Context: an optimization exercise on an open-source flow, tuned for small area, a short achievable clock period and few clock cycles per item. The choices shown serve that exercise and are no tape-out recipe. At most, simulation tests tie the RTL to the original design; equivalence was not proved. For runs 1 to 5, only the layout was checked, not whether the RTL still works. Power figures rest on the tool's default switching activity, not on a simulated workload.

[flow/design.v]
package div_pkg;
  typedef logic [16-1:0] operand_t;
  typedef logic [4-1:0] tag_t;
endpackage
`timescale 1ns/1ns
module divider_nr (
  input  logic              clk,
  input  logic              reset,
  input  logic              load,
  input  logic              release_i,
  input  div_pkg::tag_t     ld_tag,
  input  div_pkg::operand_t ld_dividend,
  input  div_pkg::operand_t ld_divisor,    
  input  logic [16:0]       ld_q,          
  input  logic [3:0]        ld_shift,
  output logic [3:0]        shift,
  output logic              busy,
  output logic              done,
  output logic              finishing,
  output div_pkg::tag_t     tag,
  output div_pkg::operand_t quotient,
  output div_pkg::operand_t remainder
);
  logic [15:0] r, d;
  logic [16:0] q;
  logic [16:0] diff;
  assign diff = {1'b0, r} - {1'b0, d};
  always_ff @(posedge clk) begin
    if (reset) begin
      busy <= 1'b0;
    end else if (load) begin
      busy <= 1'b1;
    end else if (release_i) begin
      busy <= 1'b0;
    end
  end
  always_ff @(posedge clk) begin
    if (load) begin
      r   <= ld_dividend;
      d   <= ld_divisor;
      q   <= ld_q;
      tag <= ld_tag;
      shift <= ld_shift;
    end else if (!q[16]) begin
      if (!diff[16]) r <= diff[15:0];
      q <= {q[15:0], ~diff[16]};
      d <= d >> 1;
    end
  end
  assign done      = busy & q[16];
  assign finishing = busy & q[15] & ~q[16];
  assign quotient  = q[15:0];
  assign remainder = r;
endmodule
`timescale 1ns/1ns
module div_dispatch (
  input  logic              clk,
  input  logic              reset,
  input  logic              accept,
  input  div_pkg::tag_t     tag,
  input  div_pkg::operand_t dividend,
  input  div_pkg::operand_t divisor,
  input  logic              leave,
  output logic              s1_valid,
  output div_pkg::tag_t     s1_tag,
  output div_pkg::operand_t s1_dividend,
  output div_pkg::operand_t s1_divisor,
  output logic [3:0]        s1_shift,
  output logic              s1_bypass,
  output logic              s1_div0,
  output logic              in_bypass
);
  function automatic [4:0] sig_bits(input [15:0] value);
    sig_bits = '0;
    for (int i = 0; i < 16; i++) begin
      if (value[i]) sig_bits = 5'(i + 1);
    end
  endfunction
  logic [4:0] nd, nv;
  logic [4:0] diff;
  logic       in_div0;
  assign nd        = sig_bits(dividend);
  assign nv        = sig_bits(divisor);
  assign diff      = nd - nv;
  logic       dv_zero;
  logic [3:0] in_shift;
  assign dv_zero   = (divisor == '0);
  assign in_div0   = dv_zero & (dividend != '0);
  assign in_bypass = dv_zero | diff[4];
  assign in_shift  = in_div0 ? 4'(nd - 5'd1) : (in_bypass ? 4'd0 : diff[3:0]);
  always_ff @(posedge clk) begin
    if (reset) begin
      s1_valid <= 1'b0;
    end else if (accept) begin
      s1_valid <= 1'b1;
    end else if (leave) begin
      s1_valid <= 1'b0;
    end
  end
  always_ff @(posedge clk) begin
    if (accept) begin
      s1_tag      <= tag;
      s1_dividend <= dividend;
      s1_divisor  <= divisor;
      s1_shift    <= in_shift;
      s1_bypass   <= in_bypass;
      s1_div0     <= in_div0;
    end
  end
endmodule
`timescale 1ns/1ns
module result_arbiter #(parameter int N = 4) (
  input  logic         clk,
  input  logic         reset,
  input  logic [N-1:0] req,
  output logic [N-1:0] grant
);
  logic [N-1:0] last;    
  logic [N-1:0]   higher;   
  logic [N-1:0]   req_hi;
  always_comb begin
    higher = '0;
    for (int i = 0; i < N; i++) begin
      for (int j = 0; j < N; j++) begin
        if (j < i && last[j]) higher[i] = 1'b1;
      end
    end
  end
  assign req_hi = req & higher;
  always_comb begin
    grant = '0;
    if (|req_hi) begin
      for (int i = N - 1; i >= 0; i--) if (req_hi[i]) grant = N'(1) << i;
    end else begin
      for (int i = N - 1; i >= 0; i--) if (req[i]) grant = N'(1) << i;
    end
  end
  always_ff @(posedge clk) begin
    if (reset) begin
      last <= N'(1) << (N - 1);
    end else if (|req) begin
      last <= grant;
    end
  end
endmodule
`timescale 1ns/1ns
module result_store (
  input  logic              clk,
  input  logic              reset,
  input  logic              we,
  input  div_pkg::tag_t     wr_tag,
  input  logic [16:0]       wr_field,
  input  logic [3:0]        wr_len,
  input  logic              wr_div0,
  input  div_pkg::tag_t     rd_tag,
  output logic              rd_valid,
  output div_pkg::operand_t rd_quotient,
  output div_pkg::operand_t rd_remainder
);
  localparam int DEPTH = 1 << 4;
  logic [DEPTH-1:0] valid;
  logic [16:0]      f_mem [DEPTH];
  logic [3:0]       l_mem [DEPTH];
  logic             z_mem [DEPTH];
  logic [16:0]      f;
  logic [3:0]       l;
  logic             z;
  logic [16:0]      m;
  always_ff @(posedge clk) begin
    if (reset) begin
      valid    <= '0;
      rd_valid <= 1'b0;
    end else begin
      if (we) begin
        valid[wr_tag] <= 1'b1;
      end
      rd_valid <= valid[rd_tag];
    end
  end
  always_ff @(posedge clk) begin
    if (we) begin
      f_mem[wr_tag] <= wr_field;
      l_mem[wr_tag] <= wr_len;
      z_mem[wr_tag] <= wr_div0;
    end
  end
  assign f = f_mem[rd_tag];
  assign l = l_mem[rd_tag];
  assign z = z_mem[rd_tag];
  always_comb begin
    for (int j = 0; j < 17; j++) m[j] = (5'(j) <= {1'b0, l});
  end
  always_ff @(posedge clk) begin
    for (int j = 0; j < 16; j++) begin
      rd_quotient[j]  <= m[j] & (z | f[j]);
      rd_remainder[j] <= f[16 - j] & (z | ~m[16 - j]);
    end
  end
endmodule
`timescale 1ns/1ns
module div_cluster (
  input  logic              clk,
  input  logic              reset,
  input  logic              start,
  input  div_pkg::tag_t     tag,
  input  div_pkg::operand_t dividend,
  input  div_pkg::operand_t divisor,
  input  div_pkg::tag_t     rd_tag,
  output logic              ready,
  output logic              complete,
  output div_pkg::tag_t     complete_tag,
  output logic              rd_valid,
  output div_pkg::operand_t rd_quotient,
  output div_pkg::operand_t rd_remainder
);
  localparam int N = 5;
  logic              accept, leave;
  logic              s1_valid, s1_bypass, s1_div0, in_bypass;
  div_pkg::tag_t     s1_tag;
  div_pkg::operand_t s1_dividend, s1_divisor;
  logic [3:0]        s1_shift;
  logic [N-1:0]      busy, done, finishing, grant, eng_grant, avail, load;
  div_pkg::tag_t     e_tag [N];
  div_pkg::operand_t e_quo [N];
  div_pkg::operand_t e_rem [N];
  logic [3:0]        e_shift [N];
  div_pkg::operand_t ld_divisor;
  logic [16:0]       ld_q;
  logic              any_done, byp_grant, eng_job;
  logic              we;
  div_pkg::tag_t     w_tag;
  logic [16:0]       w_field;
  logic [3:0]        w_len;
  logic              w_div0;
  assign accept = start & ready;
  div_dispatch u_dispatch (
    .clk         (clk),
    .reset       (reset),
    .accept      (accept),
    .tag         (tag),
    .dividend    (dividend),
    .divisor     (divisor),
    .leave       (leave),
    .s1_valid    (s1_valid),
    .s1_tag      (s1_tag),
    .s1_dividend (s1_dividend),
    .s1_divisor  (s1_divisor),
    .s1_shift    (s1_shift),
    .s1_bypass   (s1_bypass),
    .s1_div0     (s1_div0),
    .in_bypass   (in_bypass)
  );
  assign ld_divisor = s1_divisor << s1_shift;
  assign ld_q       = 17'(1) << (4'd15 - s1_shift);
  for (genvar i = 0; i < N; i++) begin : g_eng
    divider_nr u_div (
      .clk         (clk),
      .reset       (reset),
      .load        (load[i]),
      .release_i   (eng_grant[i]),
      .ld_tag      (s1_tag),
      .ld_dividend (s1_dividend),
      .ld_divisor  (ld_divisor),
      .ld_q        (ld_q),
      .ld_shift    (s1_shift),
      .shift       (e_shift[i]),
      .busy        (busy[i]),
      .done        (done[i]),
      .finishing   (finishing[i]),
      .tag         (e_tag[i]),
      .quotient    (e_quo[i]),
      .remainder   (e_rem[i])
    );
  end
  result_arbiter #(.N(N)) u_arbiter (
    .clk   (clk),
    .reset (reset),
    .req   (done & {N{~byp_grant}}),
    .grant (grant)
  );
  assign any_done  = |done;
  logic [2:0] starve;
  logic       eng_first;
  assign eng_first = &starve;
  assign byp_grant = s1_valid & s1_bypass & ~(any_done & eng_first);
  assign eng_job   = s1_valid & ~s1_bypass;
  assign eng_grant = grant & {N{~byp_grant}};
  assign avail     = ~busy | eng_grant;
  always_comb begin
    load = '0;
    for (int i = N - 1; i >= 0; i--) begin
      if (avail[i]) load = N'(1) << i;
    end
    if (!eng_job) load = '0;
  end
  assign leave = byp_grant | (eng_job & |avail);
  function automatic [16:0] rev_rem(input [15:0] v);
    rev_rem = '0;
    for (int i = 0; i < 16; i++) rev_rem[16 - i] = v[i];
  endfunction
  always_comb begin
    w_tag   = '0;
    w_field = '0;
    w_len   = '0;
    w_div0  = 1'b0;
    for (int i = 0; i < N; i++) begin
      w_tag   = w_tag | (e_tag[i] & {4{eng_grant[i]}});
      w_field = w_field | (({1'b0, e_quo[i]} | rev_rem(e_rem[i])) & {17{eng_grant[i]}});
      w_len   = w_len | (e_shift[i] & {4{eng_grant[i]}});
    end
    if (byp_grant) begin
      w_tag   = s1_tag;
      w_field = rev_rem(s1_dividend);
      w_len   = s1_shift;
      w_div0  = s1_div0;
    end
  end
  assign we = any_done | byp_grant;
  logic [N-1:0] avail_next, done_next;
  logic         s1v_next, byp_next;
  assign avail_next = ~load & (~busy | done | finishing);
  assign done_next  = ~load & busy & ~eng_grant & (done | finishing);
  logic [2:0] starve_next;
  always_comb begin
    starve_next = starve;
    if (byp_grant && any_done) starve_next = starve + 1'b1;
    else if (|eng_grant) starve_next = '0;
  end
  assign s1v_next   = accept | (s1_valid & ~leave);
  assign byp_next   = accept ? in_bypass : s1_bypass;
  always_ff @(posedge clk) begin
    if (reset) begin
      ready        <= 1'b1;
      starve       <= '0;
      complete     <= 1'b0;
      complete_tag <= '0;
    end else begin
      ready        <= ~s1v_next | (byp_next ? ~(|done_next & (&starve_next)) : |avail_next);
      starve       <= starve_next;
      complete     <= we;
      complete_tag <= w_tag;
    end
  end
  result_store u_store (
    .clk          (clk),
    .reset        (reset),
    .we           (we),
    .wr_tag       (w_tag),
    .wr_field     (w_field),
    .wr_len       (w_len),
    .wr_div0      (w_div0),
    .rd_tag       (rd_tag),
    .rd_valid     (rd_valid),
    .rd_quotient  (rd_quotient),
    .rd_remainder (rd_remainder)
  );
endmodule
[flow/run.sh]
#!/bin/bash
# synth_recipe.tcl (not shown) runs the flow's synth.tcl, then flattens the netlist and writes it again
# the make line also repeats each setting of config.mk as NAME=value (left out here)
make -C /OpenROAD-flow-scripts/flow DESIGN_CONFIG=/design/flow/config.mk WORK_HOME=/design/flow/orfs CLKGATE_MAP_FILE= SYNTH_SCRIPT=/design/flow/synth_recipe.tcl finish
[flow/config.mk]
export PLATFORM = sky130hd
export DESIGN_NAME = div_cluster
export DESIGN_NICKNAME = div_cluster
export VERILOG_FILES = /design/flow/design.v
export SDC_FILE = /design/flow/constraint.sdc
export NUM_CORES = 4
export LEC_CHECK = 0
export CAP_MARGIN = 20
export CORE_MARGIN = 2
export CORE_UTILIZATION = 40
export SLEW_MARGIN = 20
[flow/constraint.sdc]
create_clock -name core_clock -period 5.0 [get_ports {clk}]
set_input_delay 1.0000 -clock core_clock [delete_from_list [all_inputs] [get_ports {clk}]]
set_output_delay 1.0000 -clock core_clock [all_outputs]
set_load 0.01 [all_outputs]
==> results of run 1 <==
[report_power, final]
part | switching, mW | internal, mW | total (mW)
Clock | 2.49 | 3.06 | 5.55
Sequential | 0.172 | 7.29 | 7.46
Combinational | 1.38 | 0.853 | 2.23
Total | 4.04 | 11.2 | 15.2
[logic make-up after synthesis]
logic type / synth area share
AO/OA/AOI/OAI: 0.119
XOR/XNOR: 0.0140
adder cells (fa/ha/maj): 0.0365
buffers and inverters: 0.0294
flip-flops: 0.622
multiplexers: 0.0827
AND/OR/NAND/NOR: 0.0969
[registers in the layout, summed over array words and instances (netlist names), 3 cells and up]
register,cells
u_store.f_mem,272
g_eng.u_div.q,85
g_eng.u_div.d,80
g_eng.u_div.r,80
u_store.l_mem,64
g_eng.u_div.shift,20
g_eng.u_div.tag,20
u_dispatch.s1_dividend,16
u_dispatch.s1_divisor,16
u_store.rd_quotient,16
u_store.rd_remainder,16
u_store.valid,16
u_store.z_mem,16
g_eng.u_div.busy,5
complete_tag,4
u_arbiter.last,4
u_dispatch.s1_shift,4
u_dispatch.s1_tag,4
starve,3
[synthesized netlist by cell type (all sizes together), types with 18 or more instances]
library cell,n
a21oi,113
edfxtp,673
nand3b,34
and3,28
xnor2,22
mux4,124
inv,138
ha,92
nor2b,25
xor2,33
buf,37
nor2,197
clkbuf,86
o21ai,281
nand2b,21
nand3,86
nand2,200
o31ai,27
o21a,34
o211ai,18
a41oi,18
a31oi,22
nor3,39
and2,19
dfxtp,74
[routing by layer]
layer,GRT usage,wire length [um]
met5,0,0
met4,0.0526,2100
met3,0.0267,4670
met2,0.355,45700
met1,0.261,37900
[layout by cell type, fill, tap and decap left out, types with 16 or more instances in the layout]
master	n
nand3b_1	34
a211oi_1	16
mux4_2	124
buf_4	81
o21a_1	34
and2_1	19
clkbuf_1	17
a31oi_1	18
nand2b_1	21
clkinv_1	28
and3_1	28
nor3_1	39
clkdlybuf4s50_1	78
dfxtp_1	74
xnor2_1	21
o211ai_1	18
nand2_1	198
a21oi_1	111
o21ai_0	277
o31ai_1	27
xor2_1	33
a41oi_1	17
nor2b_1	24
clkbuf_16	81
nand3_1	86
inv_1	135
edfxtp_1	673
ha_1	92
nor2_2	18
nor2_1	178
[metrics by stage]
| step | hold slack [ns] | cells |
|---|---|---|
| after floorplan | 0.422 | 2659 |
| after global placement | 0.435 | 3856 |
| after detailed placement | 0.451 | 3857 |
| after CTS | 0.461 | 4004 |
| after global routing | 0.473 | 4004 |
| final | 0.453 | 4004 |
[path summary, 6_finish.rpt]
check / slack (ns) / endpoint / start
max: 0.78 / u_store.f_mem[12][15] / g_eng[2].u_div.q[16]
max reg2reg: 0.78 / u_store.f_mem[12][15] / g_eng[2].u_div.q[16]
min reg2reg: 0.45 / u_store.valid[9] / u_store.valid[9]
min: 0.45 / u_store.valid[9] / u_store.valid[9]
[worst max-delay path: stages (launching register included)]
cell and delay, ns:
dfxtp_1 0.80, o211ai_1 0.44, a21oi_1 0.42, o211ai_1 0.14
a2111oi_0 0.56, a31o_2 0.32, ha_1 0.33, nand2_1 0.22
nor2_2 0.12, buf_4 0.44
[area by class of cell]
class	instances	area share
Clock inverter	49	0.00863
Clock buffer	98	0.0524
Inverter	142	0.0134
Sequential cell	747	0.544
Timing Repair Buffer	166	0.0378
Multi-Input combinational cell	1647	0.307
Tap cell	1155	0.0363
==> reports/results.txt, run 1 <==
Worst skew pair latency: 0.64 ns
Setup ws final: 0.782 ns
Fmax: 237 MHz
Ys async rst share: 0
Worst setup path class: reg -> reg
Final TNS setup: 0 ns
Core area: 86600 um2
GPL Wtd Cong: 0.894
Status: complete, no violations
Final Max Slew Viols: 0
Area after DPL: 37400 um2
CTS tree: yes
Final Util: 0.460
Max Cap Viol: 0
Via count: 22793
GRT Total Usage: 0.201
Post-synthesis average cell area: 13.1 um2
Synthesis-to-layout area growth: 14.3%
Largest net degree at the start of global routing: 79
Req. time, crit path: 5.25 ns
Post-synthesis cell area: 34900 um2
Ys flop type: edfxtp_1
Net count reported at finish: 2926
Worst Path Arrival: 4.47 ns
Die height: 299 um
Resize count post-CTS: 0
Vias in the first global route: 23360
Leakage: 13.6 nW
Worst setup SP type: flip-flop
Final antenna-violating net count: 0
Share of post-route cells with drive strength above 1: 0.132
Cell count after synthesis: 2659
Post-synth cell types: 85
Rel. slew slack: 0.190
Clock Path Buffers: 3
Post-detail-place hpwl: 61400 um
Reg clk slew, reported paths: 0.06 ns
Hold depth: 2
Vias/cell: 5.69
Multi-input gate area: 12300 um2
Num ports: 82
Number of synthesis warnings: 9
# hold bufs at CTS: 0
DIE WIDTH: 299 um
Maximum vdd drop: 0.000263 V
Cell area after layout: 39900 um2
Worst Reg-to-Reg Cells: 9
Final hold vios: 0
Tot Pwr: 15.2 mW
Initial Utilization: 0.403
Antenna cells: 0
Drt drc: 0
Crit. End Element: flip-flop
Number of post-CTS setup repair buffers: 0
Clk_skew: 0.0348 ns
Die ar.: 89600 um2
H-tree levels: 3
Sequential share of the synthesized area: 0.622
Pwr Density: 382 nW/um2
Floorplan row count: 108
Clock root buffer: clkbuf_16
# port buffers: 81
Initial drt markers: 2138
Synth area leaders: edfxtp_1 (58%), mux4_2 (8.0%), dfxtp_1 (4.2%)
Min-Delay Path Class: reg -> reg
Global route overflow: 0
TritonCTS buffer count: 81
Sink Count: 747
First-pass GRT wire length: 139000 um
RSZ-0062 raised after global routing: false
CP max FO: 23
Final critical-path required period: 4.22 ns
Number of enable flip-flop cells after synthesis: 673
FF+latch area: 21700 um2
WL/cell: 22.6 um
Drt total wl: 90400 um
Final worst-path cycle share: 0.844
Cell taking the most area after synthesis: edfxtp_1
Top cell type's share of synthesized area: 0.580
Fillers: 7639
Mapped Nets: 2800
Initial antenna violation count: 2
Slew @ Worst Pin: 1.21 ns
Synth Register Bits: 747
Pre-antenna DRT Iters: 6
# setup viols final: 0
Setup Slack @ Placement: 0.354 ns
==> run 2, diff against run 1 <==
--- a/flow/config.mk
+++ b/flow/config.mk
@@ -9,3 +9,4 @@
 export CORE_MARGIN = 2
 export CORE_UTILIZATION = 40
+export SETUP_SLACK_MARGIN = 2.6
 export SLEW_MARGIN = 20
==> reports/results.txt, run 2 <==
Reg power frac: 0.444 (-0.046)
Slew @ Worst Pin: 1.15 ns (-0.0617 ns)
Initial Utilization: 0.403 (unchanged)
Initial drt markers: 2867 (+34%)
P_sw: 4.68 mW (+16%)
Worst Path Arrival: 3.77 ns (-0.70 ns)
Commonest non-fill, non-tap cell in the layout: edfxtp_1
Reg clk slew, reported paths: 0.06 ns (about the same)
# port buffers: 81 (unchanged)
Share of post-route cells with drive strength above 1: 0.369 (+0.237)
Mapped Nets: 2800 (unchanged)
Maximum vdd drop: 0.000249 V (-5.4%)
Top cell by count, worst path: buf_6
Power share of the clock group: 0.350 (-0.014)
Cell count after synthesis: 2659 (unchanged)
Crit path cell chain: ha_4, ha_4, and3b_2, or3_4, a211oi_4, buf_6, buf_6, buf_6, buf_12, nand2b_4, or4b_4, buf_8, buf_12, clkbuf_16, nand3b_1, o21ai_1
Switching Fraction: 0.277 (+0.0118)
Top cell type's share of synthesized area: 0.580 (unchanged)
Slowest CP cell: or4b_4
Pre-antenna DRT Iters: 8 (+2)
Sink Count: 747 (unchanged)
R2R Setup Slk: 1.64 ns (+0.86 ns)
Final antenna-violating net count: 0 (unchanged)
Rel. slew slack: 0.232 (+0.0421)
Post-synth cell types: 85 (unchanged)
Worst Hold Launch: u_store.valid[9]
Synth area leaders: edfxtp_1 (58%), mux4_2 (8.0%), dfxtp_1 (4.2%)
Vias in the first global route: 27099 (+16%)
Vias/cell: 6.12 (+7.4%)
Clock Path Buffers: 3 (unchanged)
Post-synthesis cell area: 34900 um2 (unchanged)
P_int: 12.2 mW (+9.0%)
Reg2reg end: g_eng[4].u_div.q[5]
Pwr Density: 338 nW/um2 (-12%)
Initial antenna violation count: 3 (+1)
First-pass GRT wire length: 177000 um (+27%)
Floorplan row count: 108 (unchanged)
Req. time, crit path: 5.41 ns (+0.16 ns)
Number of enable flip-flop cells after synthesis: 673 (unchanged)
Via count: 27040 (+19%)
Final Max Slew Viols: 0 (unchanged)
Ys async rst share: 0 (unchanged)
# setup viols final: 0 (unchanged)
Global route overflow: 0 (unchanged)
Number of synthesis warnings: 9 (unchanged)
Setup Slack @ Placement: 0.665 ns (+0.311 ns)
Reg with most FFs: u_store.f_mem
Hold path endpoint: u_store.valid[9]
Status: complete, no violations
Num ports: 82 (unchanged)
Fmax: 298 MHz (+26%)
DIE WIDTH: 299 um (unchanged)
Hold depth: 2 (unchanged)
Drt drc: 0 (unchanged)
Clk_skew: 0.0265 ns (-0.00828 ns)
GRT Total Usage: 0.267 (+0.0653)
Regs by FF count: u_store.f_mem: 272 flops, g_eng.u_div.q: 85 flops
Synthesis-to-layout area growth: 43.4%
Post-synthesis average cell area: 13.1 um2 (unchanged)
Count leader, synth: edfxtp_1
Commonest non-fill, non-tap cells in the layout: edfxtp_1 (673), buf_4 (152), nand2_1 (150), nor2_1 (130), inv_1 (125)
Cell taking the most area after synthesis: edfxtp_1
CP max FO: 7 (-70%)
Final critical-path required period: 3.36 ns (-0.860 ns)
Leading post-synthesis cells by instance count: edfxtp_1 (673), o21ai_0 (279), nand2_1 (200), nor2_1 (195), inv_1 (136)
Drt total wl: 125000 um (+39%)
Ys flop type: edfxtp_1
Buffer and inverter count on the worst path: 7 (+6)
CP delay by family, top: simple AND/OR/NAND/NOR gates
Worst setup path class: reg -> reg
TritonCTS buffer count: 81 (unchanged)
Leakage: 17.8 nW (+31%)
Net count reported at finish: 3343 (+14%)
GPL Wtd Cong: 0.880 (-1.5%)
Worst r2r src: starve[0]
Largest stage delay, worst path: 0.65 ns (-0.15 ns)
Max FFs per register: 272 (unchanged)
Final Util: 0.577 (+0.117)
Crit. End Element: flip-flop
Setup ws final: 1.64 ns (+0.860 ns)
Worst Reg-to-Reg Cells: 16 (+7)
RSZ-0062 raised after global routing: true
Core area: 86600 um2 (unchanged)
Largest net degree at the start of global routing: 55 (-30%)
Post-detail-place hpwl: 62800 um (+2.2%)
Final worst-path cycle share: 0.672 (-0.172)
WL/cell: 28.3 um (+25%)
# hold bufs at CTS: 0 (unchanged)
Synth Register Bits: 747 (unchanged)
Final hold vios: 0 (unchanged)
Final TNS setup: 0 ns (unchanged)
Sequential share of the synthesized area: 0.622 (unchanged)
Clock root buffer: clkbuf_16
CTS tree: yes
Comb power frac: 0.206 (+0.060)
Max Cap Viol: 0 (unchanged)
Worst skew pair latency: 0.67 ns (+0.03 ns)
H-tree levels: 3 (unchanged)
Die ar.: 89600 um2 (unchanged)
Min-Delay Path Class: reg -> reg
Worst setup SP type: flip-flop
Die height: 299 um (unchanged)
==> run 2: worst max path at each step <==
| stage | end | start | slack [ns] | depth (start not counted) |
|---|---|---|---|---|
| floorplan | ready | divisor[1] | 1.63 | 18 |
| global placement | ready | dividend[0] | 0.71 | 18 |
| detailed placement | ready | divisor[1] | 0.66 | 19 |
| CTS | u_store.f_mem[6][14] | starve[0] | 1.75 | 15 |
| global route | g_eng[4].u_div.q[5] | starve[0] | 1.57 | 16 |
| finish | g_eng[4].u_div.q[5] | starve[0] | 1.64 | 16 |
==> run 2: through the flow <==
stage | area [um2] | hold slack (ns) | power [mW] | cells
5_1_grt | 50000 | 0.480 | 17.4 | 4420
2_1_floorplan | 36900 | 0.427 | 9.18 | 2659
4_1_cts | 48400 | 0.455 | 16.5 | 4336
3_3_place_gp | 38400 | 0.440 | 9.84 | 3821
3_5_place_dp | 38400 | 0.445 | 9.91 | 3821
6_report | 50000 | 0.460 | 16.9 | 4421
==> run 2: routing by layer <==
metal | up-vias | share of wire | track usage
met5 | - | 0 | 0
met4 | 0 | 0.076 | 0.163
met3 | 495 | 0.081 | 0.0441
met2 | 1542 | 0.48 | 0.450
met1 | 13558 | 0.36 | 0.320
li1 | 11445 | - | -
==> run 2: layout make-up <==
cell class,instances,area (um2)
Multi-Input combinational cell,1670,15500
Clock buffer,94,2120
Fill cell,6421,36600
Timing Repair inverter,3,48.8
Sequential cell,747,21700
Timing Repair Buffer,557,8120
Antenna cell,2,5.00
Inverter,142,599
Clock inverter,51,450
Tap cell,1155,1450
==> run 2: what timing repair did <==
item,in CTS,in global routing
pin swaps,148,73
hold endpoints to repair,0,0
endpoints found under the setup margin,1316,1242
gates cloned,102,15
gates resized for setup,658,182
setup buffers,268,68
==> run 2: cells by family after synthesis <==
| logic type | after synthesis | share of synthesized area |
|---|---|---|
| AND/OR/NAND/NOR | 704 | 0.0969 |
| flip-flops | 747 | 0.622 |
| AO/OA/AOI/OAI | 657 | 0.119 |
| multiplexers | 133 | 0.0827 |
| XOR/XNOR | 55 | 0.0140 |
| buffers and inverters | 265 | 0.0294 |
| adder cells (fa/ha/maj) | 98 | 0.0365 |
==> run 2: worst reg2reg max path: stages, from the launching register on <==
cell	delay [ns]
dfxtp_4	0.35
ha_4	0.16
ha_4	0.15
and3b_2	0.33
or3_4	0.17
a211oi_4	0.04
buf_6	0.15
buf_6	0.11
buf_6	0.11
buf_12	0.11
nand2b_4	0.16
or4b_4	0.65
buf_8	0.20
buf_12	0.13
clkbuf_16	0.16
nand3b_1	0.09
o21ai_1	0.07
==> run 2: power by group through the flow <==
stage	clock network, mW	logic [mW]	registers, mW
CTS	5.95	3.13	7.47
detailed placement	0	2.31	7.60
finish	5.91	3.48	7.49
global route	6.21	3.66	7.51
floorplan	0	1.64	7.54
global placement	0	2.24	7.60
==> run 3, diff against run 2 <==
--- a/flow/design.v
+++ b/flow/design.v
@@ -113,25 +113,29 @@
   input  logic         clk,
   input  logic         reset,
-  input  logic [N-1:0] req,
-  output logic [N-1:0] grant
+  input  logic [N-1:0] cand,      
+  input  logic [N-1:0] taken,     
+  output logic [N-1:0] sel        
 );
   logic [N-1:0] last;    
-  logic [N-1:0]   higher;   
-  logic [N-1:0]   req_hi;
+  logic [N-1:0] higher;  
+  logic [N-1:0] cand_hi;
+  logic [N-1:0] pick;
+  logic [N-1:0] last_next;
+  assign last_next = (|taken) ? taken : last;
   always_comb begin
     higher = '0;
     for (int i = 0; i < N; i++) begin
       for (int j = 0; j < N; j++) begin
-        if (j < i && last[j]) higher[i] = 1'b1;
+        if (j < i && last_next[j]) higher[i] = 1'b1;
       end
     end
   end
-  assign req_hi = req & higher;
+  assign cand_hi = cand & higher;
   always_comb begin
-    grant = '0;
-    if (|req_hi) begin
-      for (int i = N - 1; i >= 0; i--) if (req_hi[i]) grant = N'(1) << i;
+    pick = '0;
+    if (|cand_hi) begin
+      for (int i = N - 1; i >= 0; i--) if (cand_hi[i]) pick = N'(1) << i;
     end else begin
-      for (int i = N - 1; i >= 0; i--) if (req[i]) grant = N'(1) << i;
+      for (int i = N - 1; i >= 0; i--) if (cand[i]) pick = N'(1) << i;
     end
   end
@@ -139,6 +143,8 @@
     if (reset) begin
       last <= N'(1) << (N - 1);
-    end else if (|req) begin
-      last <= grant;
+      sel  <= '0;
+    end else begin
+      last <= last_next;
+      sel  <= pick;
     end
   end
@@ -220,5 +226,5 @@
   div_pkg::operand_t s1_dividend, s1_divisor;
   logic [3:0]        s1_shift;
-  logic [N-1:0]      busy, done, finishing, grant, eng_grant, avail, load;
+  logic [N-1:0]      busy, done, finishing, eng_grant, avail, load;
   div_pkg::tag_t     e_tag [N];
   div_pkg::operand_t e_quo [N];
@@ -227,5 +233,5 @@
   div_pkg::operand_t ld_divisor;
   logic [16:0]       ld_q;
-  logic              any_done, byp_grant, eng_job;
+  logic              byp_grant, eng_job;
   logic              we;
   div_pkg::tag_t     w_tag;
@@ -233,4 +239,7 @@
   logic [3:0]        w_len;
   logic              w_div0;
+  logic [16:0]       r_field;
+  logic [3:0]        r_len;
+  logic              r_div0;
   assign accept = start & ready;
   div_dispatch u_dispatch (
@@ -273,18 +282,20 @@
     );
   end
+  logic [N-1:0] sel, cand_next;
+  logic [2:0]   starve;
+  logic         eng_first, any_sel;
   result_arbiter #(.N(N)) u_arbiter (
     .clk   (clk),
     .reset (reset),
-    .req   (done & {N{~byp_grant}}),
-    .grant (grant)
+    .cand  (cand_next),
+    .taken (eng_grant),
+    .sel   (sel)
   );
-  assign any_done  = |done;
-  logic [2:0] starve;
-  logic       eng_first;
+  assign any_sel   = |sel;
   assign eng_first = &starve;
-  assign byp_grant = s1_valid & s1_bypass & ~(any_done & eng_first);
+  assign byp_grant = s1_valid & s1_bypass & ~(any_sel & eng_first);
+  assign eng_grant = sel & {N{~byp_grant}};
   assign eng_job   = s1_valid & ~s1_bypass;
-  assign eng_grant = grant & {N{~byp_grant}};
-  assign avail     = ~busy | eng_grant;
+  assign avail     = ~busy | sel;
   always_comb begin
     load = '0;
@@ -316,17 +327,18 @@
     end
   end
-  assign we = any_done | byp_grant;
-  logic [N-1:0] avail_next, done_next;
-  logic         s1v_next, byp_next;
-  assign avail_next = ~load & (~busy | done | finishing);
-  assign done_next  = ~load & busy & ~eng_grant & (done | finishing);
-  logic [2:0] starve_next;
+  assign we = any_sel | byp_grant;
+  logic [N-1:0] idle_next;
+  logic         s1v_next, eng_ok_next, byp_ok_next;
+  logic [2:0]   starve_next;
+  assign idle_next   = ~load & (~busy | eng_grant);
+  assign cand_next   = ~load & busy & ~eng_grant & (done | finishing);
+  assign s1v_next    = accept | (s1_valid & ~leave);
+  assign eng_ok_next = |idle_next | |cand_next;
+  assign byp_ok_next = ~(|cand_next & (&starve_next));
   always_comb begin
     starve_next = starve;
-    if (byp_grant && any_done) starve_next = starve + 1'b1;
+    if (byp_grant && any_sel) starve_next = starve + 1'b1;
     else if (|eng_grant) starve_next = '0;
   end
-  assign s1v_next   = accept | (s1_valid & ~leave);
-  assign byp_next   = accept ? in_bypass : s1_bypass;
   always_ff @(posedge clk) begin
     if (reset) begin
@@ -334,20 +346,25 @@
       starve       <= '0;
       complete     <= 1'b0;
-      complete_tag <= '0;
     end else begin
-      ready        <= ~s1v_next | (byp_next ? ~(|done_next & (&starve_next)) : |avail_next);
+      ready        <= ~s1v_next | (accept ? (byp_ok_next & eng_ok_next)
+                                          : (s1_bypass ? byp_ok_next : eng_ok_next));
       starve       <= starve_next;
       complete     <= we;
-      complete_tag <= w_tag;
     end
   end
+  always_ff @(posedge clk) begin
+    complete_tag <= w_tag;
+    r_field      <= w_field;
+    r_len        <= w_len;
+    r_div0       <= w_div0;
+  end
   result_store u_store (
     .clk          (clk),
     .reset        (reset),
-    .we           (we),
-    .wr_tag       (w_tag),
-    .wr_field     (w_field),
-    .wr_len       (w_len),
-    .wr_div0      (w_div0),
+    .we           (complete),
+    .wr_tag       (complete_tag),
+    .wr_field     (r_field),
+    .wr_len       (r_len),
+    .wr_div0      (r_div0),
     .rd_tag       (rd_tag),
     .rd_valid     (rd_valid),
--- a/flow/config.mk
+++ b/flow/config.mk
@@ -6,7 +6,8 @@
 export NUM_CORES = 4
 export LEC_CHECK = 0
+export ABC_CLOCK_PERIOD_IN_PS = 2200
 export CAP_MARGIN = 20
 export CORE_MARGIN = 2
 export CORE_UTILIZATION = 40
-export SETUP_SLACK_MARGIN = 2.6
+export SETUP_SLACK_MARGIN = 2.7
 export SLEW_MARGIN = 20
==> reports/results.txt, run 3 <==
Synth area leaders: edfxtp_1 (57%), mux4_2 (7.4%), dfxtp_1 (5.7%)
Num ports: 82 (unchanged)
Comb power frac: 0.144 (-0.062)
Maximum vdd drop: 0.000264 V (+6.3%)
Initial Utilization: 0.402 (-0.000532)
H-tree levels: 3 (unchanged)
Clock root buffer: clkbuf_16
WL/cell: 24.2 um (-15%)
Cell taking the most area after synthesis: edfxtp_1
Count leader, synth: edfxtp_1
Top cell type's share of synthesized area: 0.571 (-0.00816)
Post-synthesis cell area: 35400 um2 (+1.6%)
Fmax: 364 MHz (+22%)
CTS tree: yes
Final hold vios: 0 (unchanged)
Number of enable flip-flop cells after synthesis: 674 (+0.15%)
Share of post-route cells with drive strength above 1: 0.264 (-0.105)
Net count reported at finish: 3127 (-6.5%)
Final worst-path cycle share: 0.549 (-0.122)
Synthesis-to-layout area growth: 24.7%
Crit path cell chain: inv_1, ha_2, fa_2, nor2b_2, o31a_1, o31ai_4, o31ai_4, a211oi_2, o311ai_4, buf_6, buf_12
TritonCTS buffer count: 82 (+1.2%)
First-pass GRT wire length: 148000 um (-16%)
Clk_skew: 0.0553 ns (+0.0288 ns)
Rel. slew slack: 0.398 (+0.166)
Final TNS setup: 0 ns (unchanged)
Reg power frac: 0.472 (+0.028)
Post-synth cell types: 81 (-4.7%)
P_int: 12.0 mW (-1.7%)
RSZ-0062 raised after global routing: true
DIE WIDTH: 302 um (+0.78%)
Die height: 302 um (+0.78%)
Pre-antenna DRT Iters: 6 (-2)
Vias in the first global route: 23674 (-13%)
Reg clk slew, reported paths: 0.06 ns (about the same)
Top cell by count, worst path: o31ai_4
Drt drc: 0 (unchanged)
Global route overflow: 0 (unchanged)
Leakage: 15.5 nW (-13%)
Clock Path Buffers: 3 (unchanged)
GRT Total Usage: 0.217 (-0.0500)
Sink Count: 774 (+3.6%)
# port buffers: 81 (unchanged)
Ys async rst share: 0 (unchanged)
Post-detail-place hpwl: 63800 um (+1.6%)
# setup viols final: 0 (unchanged)
Largest net degree at the start of global routing: 70 (+27%)
Buffer and inverter count on the worst path: 3 (-4)
Worst setup path class: reg -> reg
Max FFs per register: 272 (unchanged)
Slew @ Worst Pin: 0.900 ns (-0.248 ns)
Slowest CP cell: fa_2
CP delay by family, top: compound AO/OA/AOI/OAI gates
Status: complete, no violations
Post-synthesis average cell area: 13.1 um2 (about the same)
Drt total wl: 102000 um (-19%)
Leading post-synthesis cells by instance count: edfxtp_1 (674), o21ai_0 (304), nor2_1 (213), nand2_1 (200), a21oi_1 (147)
Worst Path Arrival: 3.12 ns (-0.65 ns)
P_sw: 4.24 mW (-9.4%)
Floorplan row count: 109 (+0.93%)
Worst setup SP type: flip-flop
Ys flop type: edfxtp_1
Synth Register Bits: 774 (+3.6%)
Die ar.: 91000 um2 (+1.6%)
Setup ws final: 2.25 ns (+0.611 ns)
Number of synthesis warnings: 9 (unchanged)
Regs by FF count: u_store.f_mem: 272 flops, g_eng.u_div.q: 85 flops
GPL Wtd Cong: 0.937 (+6.4%)
Initial drt markers: 2479 (-14%)
Core area: 88100 um2 (+1.7%)
Cell count after synthesis: 2701 (+1.6%)
Max Cap Viol: 0 (unchanged)
Pwr Density: 368 nW/um2 (+8.8%)
Final critical-path required period: 2.75 ns (-0.611 ns)
Mapped Nets: 2842 (+1.5%)
CP max FO: 7 (unchanged)
Min-Delay Path Class: reg -> reg
Vias/cell: 5.81 (-5.0%)
Req. time, crit path: 5.38 ns (-0.03 ns)
Commonest non-fill, non-tap cells in the layout: edfxtp_1 (674), o21ai_0 (241), nand2_1 (180), nor2_1 (177), buf_4 (162)
Reg with most FFs: u_store.f_mem
Power share of the clock group: 0.385 (+0.035)
Via count: 24485 (-9.4%)
Final Max Slew Viols: 0 (unchanged)
Worst skew pair latency: 0.68 ns (about the same)
Final antenna-violating net count: 0 (unchanged)
Switching Fraction: 0.261 (-0.0160)
Crit. End Element: flip-flop
Initial antenna violation count: 4 (+1)
Sequential share of the synthesized area: 0.628 (+0.00587)
Commonest non-fill, non-tap cell in the layout: edfxtp_1
Setup Slack @ Placement: 1.20 ns (+0.537 ns)
Final Util: 0.501 (-0.0759)
Largest stage delay, worst path: 0.36 ns (-0.29 ns)
run 3: changes by cell type after synthesis, sizes merged, moves of 10 or more:
cell,previous run,this run
a2111oi,13,2
a21o,11,21
a21oi,113,147
a41oi,18,2
and3,28,11
and4,2,16
dfxtp,74,100
nand2b,21,33
nand3,86,30
nand3b,34,81
nor2,197,215
o211ai,18,5
o21ai,281,305
run 3: metal layers:
| layer | GRT usage | vias to the layer above | routed length, um |
|---|---|---|---|
| met2 | 0.364 | 1033 | 49900 |
| li1 | - | 10886 | - |
| met1 | 0.289 | 12337 | 41100 |
| met4 | 0.0720 | 2 | 3740 |
| met3 | 0.0312 | 227 | 7090 |
| met5 | 0 | - | 10 |
run 3: cells by family (layout without fill, tap and decap cells):
logic type      count (synthesis)  count (layout)  synth area share
flops                         774             774             0.628
simple gates                  704             710            0.0989
compound gates                681             681             0.115
buf+inv                       260             600            0.0301
mux                           130             132            0.0790
fa+ha+maj                      98              98            0.0359
xor+xnor                       54              54            0.0134
other cells                     0               2                 0
run 3: worst reg2reg max path: cells and delay by family, from the launching register on:
kind	cells	cell delay, ns
AO/OA/AOI/OAI	5	1.09
adder cells (fa/ha/maj)	2	0.55
flip-flops	1	0.35
buffers and inverters	3	0.33
AND/OR/NAND/NOR	1	0.14
run 3: final cells by class:
class                   count  area (um2)
fillers                  7420       43900
flip-flops and latches    774       22300
multi-input cells        1675       14100
repair buffers            314        2940
clock buffers             103        2180
well taps                1165        1460
clock inverters            44         604
inverters                 131         554
repair inverters            8        83.8
diodes                      2        5.00
run 3: power groups by stage:
stage / combinational [mW] / sequential (mW) / clock (mW)
4_1_cts: 2.08 / 7.65 / 6.32
6_report: 2.33 / 7.66 / 6.25
5_1_grt: 2.50 / 7.69 / 6.56
3_5_place_dp: 1.84 / 7.81 / 0
3_3_place_gp: 1.79 / 7.79 / 0
2_1_floorplan: 1.27 / 7.70 / 0
run 3: final timing paths:
check                       from             endpoint  slack [ns]  cells past startpoint
min reg2reg    u_store.valid[10]    u_store.valid[10]        0.47                      2
min            u_store.valid[10]    u_store.valid[10]        0.47                      2
max          g_eng[1].u_div.r[0]  g_eng[1].u_div.r[2]        2.25                     11
max reg2reg  g_eng[1].u_div.r[0]  g_eng[1].u_div.r[2]        2.25                     11
run 3: through the flow:
| step | hold WS, ns | instance area [um2] | cells | power, mW |
|---|---|---|---|---|
| floorplan | 0.420 | 35800 | 2701 | 8.97 |
| global placement | 0.447 | 37800 | 3873 | 9.59 |
| detailed placement | 0.455 | 37800 | 3873 | 9.65 |
| CTS | 0.469 | 42500 | 4132 | 16.0 |
| global route | 0.495 | 44200 | 4214 | 16.8 |
| finish | 0.466 | 44200 | 4216 | 16.2 |
run 3: repair_timing:
item	in CTS	in global routing
hold buffers	0	0
setup endpoints to repair	602	421
pin swaps	80	94
gates resized for setup	336	289
gates cloned	13	10
buffers inserted	99	72
==> run 4, diff against run 3 <==
--- a/flow/config.mk
+++ b/flow/config.mk
@@ -10,4 +10,3 @@
 export CORE_MARGIN = 2
 export CORE_UTILIZATION = 40
-export SETUP_SLACK_MARGIN = 2.7
 export SLEW_MARGIN = 20
==> reports/results.txt, run 4 <==
Drt drc: 0 (unchanged)
Status: complete, no violations
Sequential share of the synthesized area: 0.628 (unchanged)
DIE WIDTH: 302 um (unchanged)
Maximum vdd drop: 0.000275 V (+4.2%)
Regs by FF count: u_store.f_mem: 272 flops, g_eng.u_div.q: 85 flops
Die ar.: 91000 um2 (unchanged)
Min-Delay Path Class: reg -> reg
Worst setup SP type: flip-flop
Count leader, synth: edfxtp_1
First-pass GRT wire length: 142000 um (-4.2%)
GPL Wtd Cong: 0.942 (+0.53%)
Clk_skew: 0.0456 ns (-0.00965 ns)
Number of enable flip-flop cells after synthesis: 674 (unchanged)
Drt total wl: 94500 um (-7.2%)
Sink Count: 774 (unchanged)
Global route overflow: 0 (unchanged)
Combinational family with the most area after synthesis: compound AO/OA/AOI/OAI gates
Post-detail-place hpwl: 63700 um (-0.16%)
GRT Total Usage: 0.207 (-0.00936)
Final worst-path cycle share: 0.719 (+0.170)
Xor/xnor share of the synthesized area: 0.0134 (unchanged)
# setup viols final: 0 (unchanged)
Compound-Gate Fraction of Synth Area: 0.115 (unchanged)
Synthesis-to-layout area growth: 14.2%
Largest net degree at the start of global routing: 77 (+10%)
Share of post-route cells with drive strength above 1: 0.122 (-0.143)
Pwr Density: 388 nW/um2 (+5.6%)
Mapped Nets: 2842 (unchanged)
Floorplan row count: 109 (unchanged)
Net count reported at finish: 2940 (-6.0%)
Setup ws final: 1.40 ns (-0.850 ns)
Tot Pwr: 15.7 mW (-3.4%)
Die height: 302 um (unchanged)
TritonCTS buffer count: 83 (+1.2%)
Adder-Cell Fraction of Synth Area: 0.0359 (unchanged)
Ys async rst share: 0 (unchanged)
Final Max Slew Viols: 0 (unchanged)
Number of post-CTS setup repair buffers: 0 (-100%)
Leakage: 14.0 nW (-9.6%)
# port buffers: 81 (unchanged)
Req. time, crit path: 5.20 ns (-0.18 ns)
Ys flop type: edfxtp_1
Core area: 88100 um2 (unchanged)
Clock Path Buffers: 3 (unchanged)
Final critical-path required period: 3.60 ns (+0.850 ns)
Multiplexer share of the synthesized area: 0.0790 (unchanged)
Final antenna-violating net count: 0 (unchanged)
Post-synthesis average cell area: 13.1 um2 (unchanged)
Final TNS setup: 0 ns (unchanged)
Top cell type's share of synthesized area: 0.571 (unchanged)
Worst setup path class: reg -> reg
Rel. slew slack: 0.196 (-0.201)
Synth Register Bits: 774 (unchanged)
Fmax: 278 MHz (-24%)
Number of synthesis warnings: 9 (unchanged)
Initial antenna violation count: 4 (unchanged)
Vias in the first global route: 23029 (-2.7%)
Clock root buffer: clkbuf_16
Max FFs per register: 272 (unchanged)
Synth Area in Simple Gates: 0.0989 (unchanged)
CP max FO: 16 (+9)
Post-synthesis cell area: 35400 um2 (unchanged)
Crit. End Element: flip-flop
Setup Slack @ Placement: 1.00 ns (-0.198 ns)
Initial drt markers: 2363 (-4.7%)
Pre-antenna DRT Iters: 6 (unchanged)
Slew @ Worst Pin: 1.20 ns (+0.300 ns)
# hold bufs at CTS: 0 (unchanged)
Max Cap Viol: 0 (unchanged)
Via count: 23276 (-4.9%)
Commonest non-fill, non-tap cells in the layout: edfxtp_1 (674), o21ai_0 (304), nand2_1 (200), nor2_1 (199), a21oi_1 (146)
Commonest non-fill, non-tap cell in the layout: edfxtp_1
Cell count after synthesis: 2701 (unchanged)
Leading post-synthesis cells by instance count: edfxtp_1 (674), o21ai_0 (304), nor2_1 (213), nand2_1 (200), a21oi_1 (147)
Resize count post-CTS: 0 (-100%)
Num ports: 82 (unchanged)
RSZ-0062 raised after global routing: false
WL/cell: 23.4 um (-3.0%)
CTS tree: yes
Synth area leaders: edfxtp_1 (57%), mux4_2 (7.4%), dfxtp_1 (5.7%)
Reg clk slew, reported paths: 0.06 ns (about the same)
Worst Path Arrival: 3.80 ns (+0.68 ns)
Vias/cell: 5.77 (-0.67%)
H-tree levels: 3 (unchanged)
Worst skew pair latency: 0.67 ns (about the same)
Reg with most FFs: u_store.f_mem
Final hold vios: 0 (unchanged)
Initial Utilization: 0.402 (unchanged)
Post-synth cell types: 81 (unchanged)
Cell taking the most area after synthesis: edfxtp_1
[run 4: area by class of cell]
cell class,count,area (um2)
diodes,2,5.00
clock buffers,112,2270
clock inverters,42,502
fillers,7809,47700
inverters,131,492
multi-input cells,1667,12200
flip-flops and latches,774,22200
well taps,1165,1460
repair buffers,142,1270
[run 4: critical path, stage by stage (launching register included)]
cell and delay [ns]:
edfxtp_1 0.47, inv_1 0.10, ha_1 0.18, fa_1 0.22, nor2b_1 0.08, o31a_1 0.28
nor3_1 0.39, or4_1 0.21, nand3_1 0.14, o31ai_1 0.47, nand2_1 0.61
[run 4: layer usage]
layer	vias up	global-route usage	wire, um
li1	10455	-	-
met1	11696	0.283	39900
met2	957	0.340	45100
met3	166	0.0334	7010
met4	2	0.0635	2560
met5	-	0	10
[run 4: worst paths after layout]
path	cells past startpoint	endpoint	slack (ns)	from
worst max register to register	10	g_eng[2].u_div.r[2]	1.40	g_eng[2].u_div.r[0]
worst min-delay path	2	u_store.valid[10]	0.47	u_store.valid[10]
worst max-delay path	10	g_eng[2].u_div.r[2]	1.40	g_eng[2].u_div.r[0]
worst min register to register	2	u_store.valid[10]	0.47	u_store.valid[10]
[run 4: logic make-up after synthesis]
family                     after synthesis
xor gates and xnor gates                54
DFF                                    774
buffers and inverters                  260
and+or+nand+nor                        704
muxes                                  130
adders and majority gates               98
AOI/OAI and AO/OA                      681
[run 4: where the power goes]
group,internal (mW),switching [mW],total (mW)
logic,0.728,1.13,1.86
clock network,3.51,2.66,6.17
registers,7.41,0.257,7.67
total,11.7,4.04,15.7
[run 4: stage by stage]
step | hold slack [ns] | cell area, um2 | instances | utilization
final | 0.471 | 40400 | 4035 | 0.459
after global routing | 0.487 | 40400 | 4033 | 0.459
after CTS | 0.472 | 40400 | 4033 | 0.459
after detailed placement | 0.459 | 37700 | 3879 | 0.428
after global placement | 0.451 | 37700 | 3879 | 0.428
after floorplan | 0.420 | 35400 | 2701 | -
==> run 5, diff against run 4 <==
--- a/flow/config.mk
+++ b/flow/config.mk
@@ -10,3 +10,5 @@
 export CORE_MARGIN = 2
 export CORE_UTILIZATION = 40
+export SETUP_SLACK_MARGIN = 2.8
 export SLEW_MARGIN = 20
+export TNS_END_PERCENT = 10
==> reports/results.txt, run 5 <==
# port buffers: 81 (unchanged)
Initial Utilization: 0.402 (unchanged)
RSZ-0062 raised after global routing: true
Leading post-synthesis cells by instance count: edfxtp_1 (674), o21ai_0 (304), nor2_1 (213), nand2_1 (200), a21oi_1 (147)
Crit. End Element: flip-flop
Reg with most FFs: u_store.f_mem
Initial drt markers: 2353 (-0.42%)
Maximum vdd drop: 0.000312 V (+13%)
Largest stage delay, worst path: 0.35 ns (-0.26 ns)
GPL Wtd Cong: 0.941 (about the same)
Synth area leaders: edfxtp_1 (57%), mux4_2 (7.4%), dfxtp_1 (5.7%)
Vias in the first global route: 23518 (+2.1%)
Core area: 88100 um2 (unchanged)
Post-detail-place hpwl: 63900 um (+0.31%)
Rel. slew slack: 0.243 (+0.0466)
Post-synthesis cell area: 35400 um2 (unchanged)
CTS tree: yes
Worst setup path class: reg -> reg
Initial antenna violation count: 3 (-1)
Drt drc: 0 (unchanged)
Antenna cells: 0 (-2)
Num ports: 82 (unchanged)
# setup viols final: 0 (unchanged)
Crit path cell chain: inv_1, ha_2, fa_2, nor2b_2, o31a_1, o31ai_4, o31ai_4, a211oi_2, o311ai_4, buf_4, clkbuf_16
Vias/cell: 5.78 (+0.16%)
Share of post-route cells with drive strength above 1: 0.191 (+0.0696)
Area after DPL: 37700 um2 (+0.13%)
Number of enable flip-flop cells after synthesis: 674 (unchanged)
Status: complete, no violations
Worst setup SP type: flip-flop
Multi-input gate area: 12900 um2 (+5.9%)
Top cell by count, worst path: o31ai_4
Slew @ Worst Pin: 1.13 ns (-0.0684 ns)
GRT Total Usage: 0.209 (+0.00180)
Reg clk slew, reported paths: 0.06 ns (about the same)
Worst Path Arrival: 3.15 ns (-0.65 ns)
Ys flop type: edfxtp_1
Commonest non-fill, non-tap cells in the layout: edfxtp_1 (674), o21ai_0 (291), nand2_1 (190), nor2_1 (189), a21oi_1 (136)
Sink Count: 774 (unchanged)
Tot Pwr: 16.1 mW (+2.6%)
Clock root buffer: clkbuf_16
Pre-antenna DRT Iters: 5 (-1)
Final critical-path required period: 2.79 ns (-0.811 ns)
Clk_skew: 0.0599 ns (+0.0143 ns)
Mapped Nets: 2842 (unchanged)
Top cell type's share of synthesized area: 0.571 (unchanged)
Ys async rst share: 0 (unchanged)
WL/cell: 23.9 um (+1.8%)
Post-synth cell types: 81 (unchanged)
Synthesis-to-layout area growth: 19.6%
Hold slack: 0.470 ns (-0.00166 ns)
Global route overflow: 0 (unchanged)
H-tree levels: 3 (unchanged)
Largest net degree at the start of global routing: 76 (-1.3%)
Final Util: 0.481 (+0.0218)
Final worst-path cycle share: 0.557 (-0.162)
DIE WIDTH: 302 um (unchanged)
Post-synthesis average cell area: 13.1 um2 (unchanged)
Final Max Slew Viols: 0 (unchanged)
Clock Path Buffers: 3 (unchanged)
CP max FO: 7 (-9)
Fillers: 7662 (-1.9%)
Net count reported at finish: 3043 (+3.5%)
Max FFs per register: 272 (unchanged)
Cell count after synthesis: 2701 (unchanged)
Commonest non-fill, non-tap cell in the layout: edfxtp_1
Min-Delay Path Class: reg -> reg
Floorplan row count: 109 (unchanged)
# hold bufs at CTS: 0 (unchanged)
Number of synthesis warnings: 9 (unchanged)
Setup ws final: 2.21 ns (+0.811 ns)
Die ar.: 91000 um2 (unchanged)
Leakage: 14.9 nW (+6.2%)
Worst skew pair latency: 0.68 ns (about the same)
Count leader, synth: edfxtp_1
Drt total wl: 98700 um (+4.4%)
Slowest CP cell: edfxtp_1
Req. time, crit path: 5.36 ns (+0.16 ns)
Final hold vios: 0 (unchanged)
Die height: 302 um (unchanged)
FF+latch area: 22200 um2 (about the same)
Regs by FF count: u_store.f_mem: 272 flops, g_eng.u_div.q: 85 flops
Sequential share of the synthesized area: 0.628 (unchanged)
Final TNS setup: 0 ns (unchanged)
Pwr Density: 380 nW/um2 (-2.1%)
Final antenna-violating net count: 0 (unchanged)
Fmax: 359 MHz (+29%)
Cell taking the most area after synthesis: edfxtp_1
Synth Register Bits: 774 (unchanged)
First-pass GRT wire length: 144000 um (+1.7%)
Max Cap Viol: 0 (unchanged)
Setup Slack @ Placement: 1.19 ns (+0.181 ns)
Cell area after layout: 42400 um2 (+4.7%)
Placed insts: 3874 (-0.13%)
Via count: 23913 (+2.7%)
TritonCTS buffer count: 84 (+1.2%)
Finished Layout Cells: 4139 (+2.6%)
==> run 5: cell count changes in the layout (fill, tap and decap cells not counted), sizes merged <==
cell and delta:
diode -2, buf +91, dlymetal6s2s +8, inv -2
clkinv +6, clkbuf +16, dlygate4sd2 +9, mux4 +1
nand2 +1, clkinvlp +1, clkdlybuf4s50 -25
==> run 5: layout make-up <==
type                       instances  area share
clock buffer                     112      0.0550
clock inverter                    46      0.0124
inverter                         131      0.0121
multi-input combinational       1669       0.305
sequential                       774       0.525
tap                             1165      0.0344
timing repair buffer             241      0.0559
timing repair inverter             1    0.000118
==> run 5: final timing paths <==
path                            cells after the start           startpoint  slack, ns                   to
worst min-delay path                                2    u_store.valid[13]       0.47    u_store.valid[13]
worst min register to register                      2    u_store.valid[13]       0.47    u_store.valid[13]
worst max-delay path                               11  g_eng[1].u_div.r[0]       2.21  g_eng[1].u_div.r[6]
worst max register to register                     11  g_eng[1].u_div.r[0]       2.21  g_eng[1].u_div.r[6]
==> run 5: power breakdown <==
part	switching, mW	internal [mW]	total, mW
Sequential	0.266	7.41	7.68
Clock	2.71	3.60	6.31
Combinational	1.23	0.878	2.11
==> run 5: layer usage <==
metal | routed length (um) | track usage | vias up
met5 | 0 | 0 | -
met4 | 3310 | 0.0707 | 0
met3 | 6500 | 0.0310 | 183
met2 | 47800 | 0.349 | 969
met1 | 41100 | 0.279 | 12080
li1 | - | - | 10681
==> run 5: repair_timing <==
item | CTS | global route
endpoints found under the setup margin | 573 | 553
cloned | 2 | 10
resized for setup | 85 | 142
setup buffers | 37 | 58
pin swaps | 32 | 46
==> run 5: cells by family after synthesis <==
group                      share of synthesized area
xor gates and xnor gates                      0.0134
DFF                                            0.628
adders and majority gates                     0.0359
AOI/OAI and AO/OA                              0.115
and+or+nand+nor                               0.0989
muxes                                         0.0790
buffers and inverters                         0.0301
==> run 5: worst max-delay path: cells and delay by family (launching register included) <==
kind                     cells  cell delay (ns)
flip-flops                   1             0.35
AO/OA/AOI/OAI                5             1.08
buffers and inverters        3             0.38
AND/OR/NAND/NOR              1             0.14
adder cells (fa/ha/maj)      2             0.54
==> run 6, diff against run 5 <==
--- a/flow/design.v
+++ b/flow/design.v
@@ -25,5 +25,24 @@
   logic [16:0] q;
   logic [16:0] diff;
-  assign diff = {1'b0, r} - {1'b0, d};
+  logic [15:0] gen, prop, gg, pp, g0, p0;
+  always_comb begin
+    gen  = r & ~d;
+    prop = ~(r ^ d);
+    gg   = gen | prop & 16'h0001;     
+    pp   = prop;
+    for (int lv = 0; lv < 4; lv++) begin
+      g0 = gg;
+      p0 = pp;
+      for (int i = 0; i < 16; i++) begin
+        if (i >= (1 << lv)) begin
+          gg[i] = g0[i] | (p0[i] & g0[i - (1 << lv)]);
+          pp[i] = p0[i] & p0[i - (1 << lv)];
+        end
+      end
+    end
+    diff[0] = ~prop[0];
+    for (int i = 1; i < 16; i++) diff[i] = prop[i] ^ gg[i - 1];
+    diff[16] = ~gg[15];
+  end
   always_ff @(posedge clk) begin
     if (reset) begin
@@ -35,4 +54,8 @@
     end
   end
+  logic [15:0] r_nx;
+  logic [16:0] q_nx;
+  assign r_nx = (q[16] | diff[16]) ? r : diff[15:0];
+  assign q_nx = q[16] ? q : {q[15:0], ~diff[16]};
   always_ff @(posedge clk) begin
     if (load) begin
@@ -42,7 +65,7 @@
       tag <= ld_tag;
       shift <= ld_shift;
-    end else if (!q[16]) begin
-      if (!diff[16]) r <= diff[15:0];
-      q <= {q[15:0], ~diff[16]};
+    end else begin
+      r <= r_nx;
+      q <= q_nx;
       d <= d >> 1;
     end
--- a/flow/config.mk
+++ b/flow/config.mk
@@ -6,5 +6,4 @@
 export NUM_CORES = 4
 export LEC_CHECK = 0
-export ABC_CLOCK_PERIOD_IN_PS = 2200
 export CAP_MARGIN = 20
 export CORE_MARGIN = 2
@@ -12,3 +11,2 @@
 export SETUP_SLACK_MARGIN = 2.8
 export SLEW_MARGIN = 20
-export TNS_END_PERCENT = 10
==> reports/results.txt, run 6 <==
Status: complete, no violations
# hold bufs at CTS: 0 (unchanged)
Leading post-synthesis cells by instance count: edfxtp_1 (594), o21ai_0 (302), nor2_1 (198), nand2_1 (197), dfxtp_1 (180)
Setup crit start: g_eng[2].u_div.r[0]
Floorplan row count: 107 (-1.8%)
Largest net degree at the start of global routing: 68 (-11%)
Slowest CP cell: or4b_4
Synth Register Bits: 774 (unchanged)
TritonCTS buffer count: 81 (-3.6%)
Cell taking the most area after synthesis: edfxtp_1
Sequential share of the synthesized area: 0.625 (-0.00262)
GPL Wtd Cong: 0.875 (-7.1%)
Count leader, synth: edfxtp_1
Initial drt markers: 2503 (+6.4%)
Vias/cell: 5.72 (-0.92%)
Cell area after layout: 43700 um2 (+3.1%)
Min-Delay Path Class: reg -> reg
Worst skew pair latency: 0.64 ns (-0.04 ns)
Vias in the first global route: 23513 (-0.021%)
Mapped Nets: 2788 (-1.9%)
Worst setup path endpoint: g_eng[2].u_div.q[0]
Max FFs per register: 272 (unchanged)
Top cell by count, worst path: o31a_1
CTS tree: yes
Worst r2r src: g_eng[2].u_div.r[0]
Post-synthesis average cell area: 13.0 um2 (-1.2%)
First-pass GRT wire length: 143000 um (-0.57%)
Number of enable flip-flop cells after synthesis: 594 (-12%)
Leakage: 15.2 nW (+2.6%)
Final TNS setup: 0 ns (unchanged)
Via count: 23967 (+0.23%)
Die height: 297 um (-1.6%)
Tot Pwr: 16.0 mW (-0.31%)
Final Max Slew Viols: 0 (unchanged)
Rel. slew slack: 0.449 (+0.207)
Max Cap Viol: 0 (unchanged)
Final critical-path required period: 3.06 ns (+0.277 ns)
Crit. End Element: flip-flop
Die ar.: 88100 um2 (-3.2%)
Crit path cell chain: inv_2, ha_4, fa_2, nor2b_2, o31a_1, or4b_4, nor4bb_4, o31a_1, nand4b_1, o211ai_1, buf_6, a21boi_1
# port buffers: 81 (unchanged)
Post-synthesis cell area: 34300 um2 (-3.2%)
Global route overflow: 0 (unchanged)
Worst setup path class: reg -> reg
Final worst-path cycle share: 0.612 (+0.0554)
Worst setup SP type: flip-flop
Final hold vios: 0 (unchanged)
Net count reported at finish: 3115 (+2.4%)
Num ports: 82 (unchanged)
Worst Reg-to-Reg Cells: 12 (+1)
Clock Path Buffers: 3 (unchanged)
# setup viols final: 0 (unchanged)
Pwr Density: 368 nW/um2 (-3.3%)
R2R Setup Slk: 1.94 ns (-0.28 ns)
CP max FO: 6 (-1)
Post-synth cell types: 80 (-1.2%)
H-tree levels: 3 (unchanged)
Slew @ Worst Pin: 0.824 ns (-0.308 ns)
Ys flop type: edfxtp_1
Core area: 85000 um2 (-3.5%)
Clock root buffer: clkbuf_16
Initial Utilization: 0.403 (+0.00129)
Final antenna-violating net count: 0 (unchanged)
Ys async rst share: 0 (unchanged)
Req. time, crit path: 5.38 ns (+0.02 ns)
Initial antenna violation count: 1 (-2)
Synthesis-to-layout area growth: 27.3%
DIE WIDTH: 297 um (-1.6%)
GRT Total Usage: 0.212 (+0.00305)
Synth area leaders: edfxtp_1 (52%), dfxtp_1 (11%), mux4_2 (7.0%)
Pre-antenna DRT Iters: 6 (+1)
RSZ-0062 raised after global routing: true
Reg2reg end: g_eng[2].u_div.q[0]
Maximum vdd drop: 0.000244 V (-22%)
Fmax: 327 MHz (-9.0%)
Cell count after synthesis: 2647 (-2.0%)
Number of synthesis warnings: 9 (unchanged)
Commonest non-fill, non-tap cells in the layout: edfxtp_1 (594), o21ai_0 (241), buf_4 (180), nand2_1 (175), dfxtp_1 (164)
Reg with most FFs: u_store.f_mem
WL/cell: 24.4 um (+2.1%)
Clk_skew: 0.0159 ns (-0.0441 ns)
Regs by FF count: u_store.f_mem: 272 flops, g_eng.u_div.q: 85 flops
Sink Count: 774 (unchanged)
Share of post-route cells with drive strength above 1: 0.296 (+0.105)
Reg clk slew, reported paths: 0.06 ns (about the same)
Post-detail-place hpwl: 59400 um (-7.0%)
Drt drc: 0 (unchanged)
Drt total wl: 102000 um (+3.3%)
Area after DPL: 36800 um2 (-2.4%)
Worst Path Arrival: 3.44 ns (+0.29 ns)
Fillers: 7088 (-7.5%)
Commonest non-fill, non-tap cell in the layout: edfxtp_1
Largest stage delay, worst path: 0.54 ns (+0.19 ns)
Top cell type's share of synthesized area: 0.520 (-0.0512)
## run 6: cell types whose count changed after synthesis, sizes merged, moves of 11 or more
| cell | previous run | this run |
|---|---|---|
| dfxtp | 100 | 180 |
| edfxtp | 674 | 594 |
| nor2 | 215 | 198 |
| a211oi | 26 | 12 |
| buf | 43 | 29 |
| clkbuf | 86 | 97 |
## run 6: layer usage
metal | part of all wire | up-vias | global-route usage | wire [um]
li1 | - | 10669 | - | -
met1 | 0.40 | 12112 | 0.278 | 40900
met2 | 0.49 | 973 | 0.360 | 50200
met3 | 0.062 | 213 | 0.0270 | 6310
met4 | 0.045 | 0 | 0.0809 | 4550
met5 | 0 | - | 0 | 0
## run 6: logic make-up after synthesis
| kind of cell | count (synthesis) | synth area share |
|---|---|---|
| mux | 134 | 0.0841 |
| fa+ha+maj | 98 | 0.0371 |
| xor+xnor | 60 | 0.0153 |
| flops | 774 | 0.625 |
| simple gates | 672 | 0.0981 |
| compound gates | 653 | 0.111 |
| buf+inv | 256 | 0.0294 |
## run 6: per-stage QoR
step / std cells / hold WS (ns) / setup WS, ns / util
2_1_floorplan: 2647 / 0.420 / 1.87 / -
3_3_place_gp: 3800 / 0.436 / 1.11 / 0.433
3_5_place_dp: 3800 / 0.438 / 0.988 / 0.433
4_1_cts: 4073 / 0.449 / 1.90 / 0.489
5_1_grt: 4186 / 0.477 / 1.85 / 0.514
6_report: 4187 / 0.445 / 1.94 / 0.514
## run 6: worst max-delay path: cells and delay by family (launching register included)
kind	cells	cell delay [ns]
simple gates	4	0.90
buf+inv	2	0.27
fa+ha+maj	2	0.35
compound gates	4	0.89
flops	1	0.41
## run 6: cell type report
class	count	area, um2	share of cell area
antenna	1	2.50	0.0000573
clock buffer	117	2390	0.0547
clock inverter	34	293	0.00671
inverter	130	536	0.0123
multi-input combinational	1626	13800	0.317
sequential	774	21500	0.492
tap	1144	1430	0.0328
timing repair buffer	359	3670	0.0841
timing repair inverter	2	12.5	0.000287
## run 6: worst min path at each step
| stage | start | endpoint | slack [ns] | cells after the start |
|---|---|---|---|---|
| after global routing | u_store.valid[8] | u_store.valid[8] | 0.48 | 2 |
| after detailed placement | g_eng[3].u_div.d[2] | g_eng[3].u_div.d[1] | 0.44 | 2 |
| final | u_store.valid[8] | u_store.valid[8] | 0.45 | 2 |
| after floorplan | u_dispatch.s1_div0 | r_div0 | 0.42 | 1 |
| after CTS | u_store.valid[8] | u_store.valid[8] | 0.45 | 2 |
| after global placement | u_store.valid[8] | u_store.valid[8] | 0.44 | 2 |
## run 6: report_power, final
part,internal (mW),switching [mW]
logic,1.13,1.42
clock network,3.50,2.55
registers,7.25,0.201
## run 6: what timing repair did
item                                    in CTS  in global routing
endpoints found under the setup margin     555                398
gates cloned                                12                 22
setup buffers                              110                 91
pin swaps                                  105                109
resized for setup                          434                286
Testbench counts of run 6, summed over its fixed seeds: cycles 2,250, items 2,048.

==> static timing again, ports no longer ideal <==
The results above use ideal ports. As a check the final layouts listed here were re-extracted and re-timed, cells and wires unchanged. Step 1 assumes that a clkbuf_16 drives the clock port and a buf_2 every other input. Step 2 moves the port delays by t, midway between the first and last clock arrival at a register: inputs arrive t later, outputs are due t later. That takes back most of the time a late clock gives input paths. a / b / c = ideal / step 1 / step 2; a / b = the first two.
| run | t (ns) | slack for setup (ns) | clock arrival spread, ns | cell pins on the clock port's net |
|---|---|---|---|---|
| run 1 | 0.698 | 0.782 / 0.782 / 0.329 | 0.036 / 0.036 | 1 |
| run 2 | 0.725 | 1.642 / 1.642 / 1.095 | 0.026 / 0.026 | 1 |
| run 3 | 0.716 | 2.253 / 2.253 / 1.665 | 0.057 / 0.057 | 1 |
| run 4 | 0.710 | 1.404 / 1.404 / 0.974 | 0.050 / 0.050 | 1 |
| run 5 | 0.710 | 2.215 / 2.192 / 1.580 | 0.062 / 0.062 | 1 |
| run 6 | 0.692 | 1.938 / 1.938 / 1.532 | 0.018 / 0.018 | 1 |
After both steps setup and hold are still met in every run listed. For run 5, which loses most, drivers alone change the setup slack by -0.023 ns; drivers and shift together by -0.635 ns.
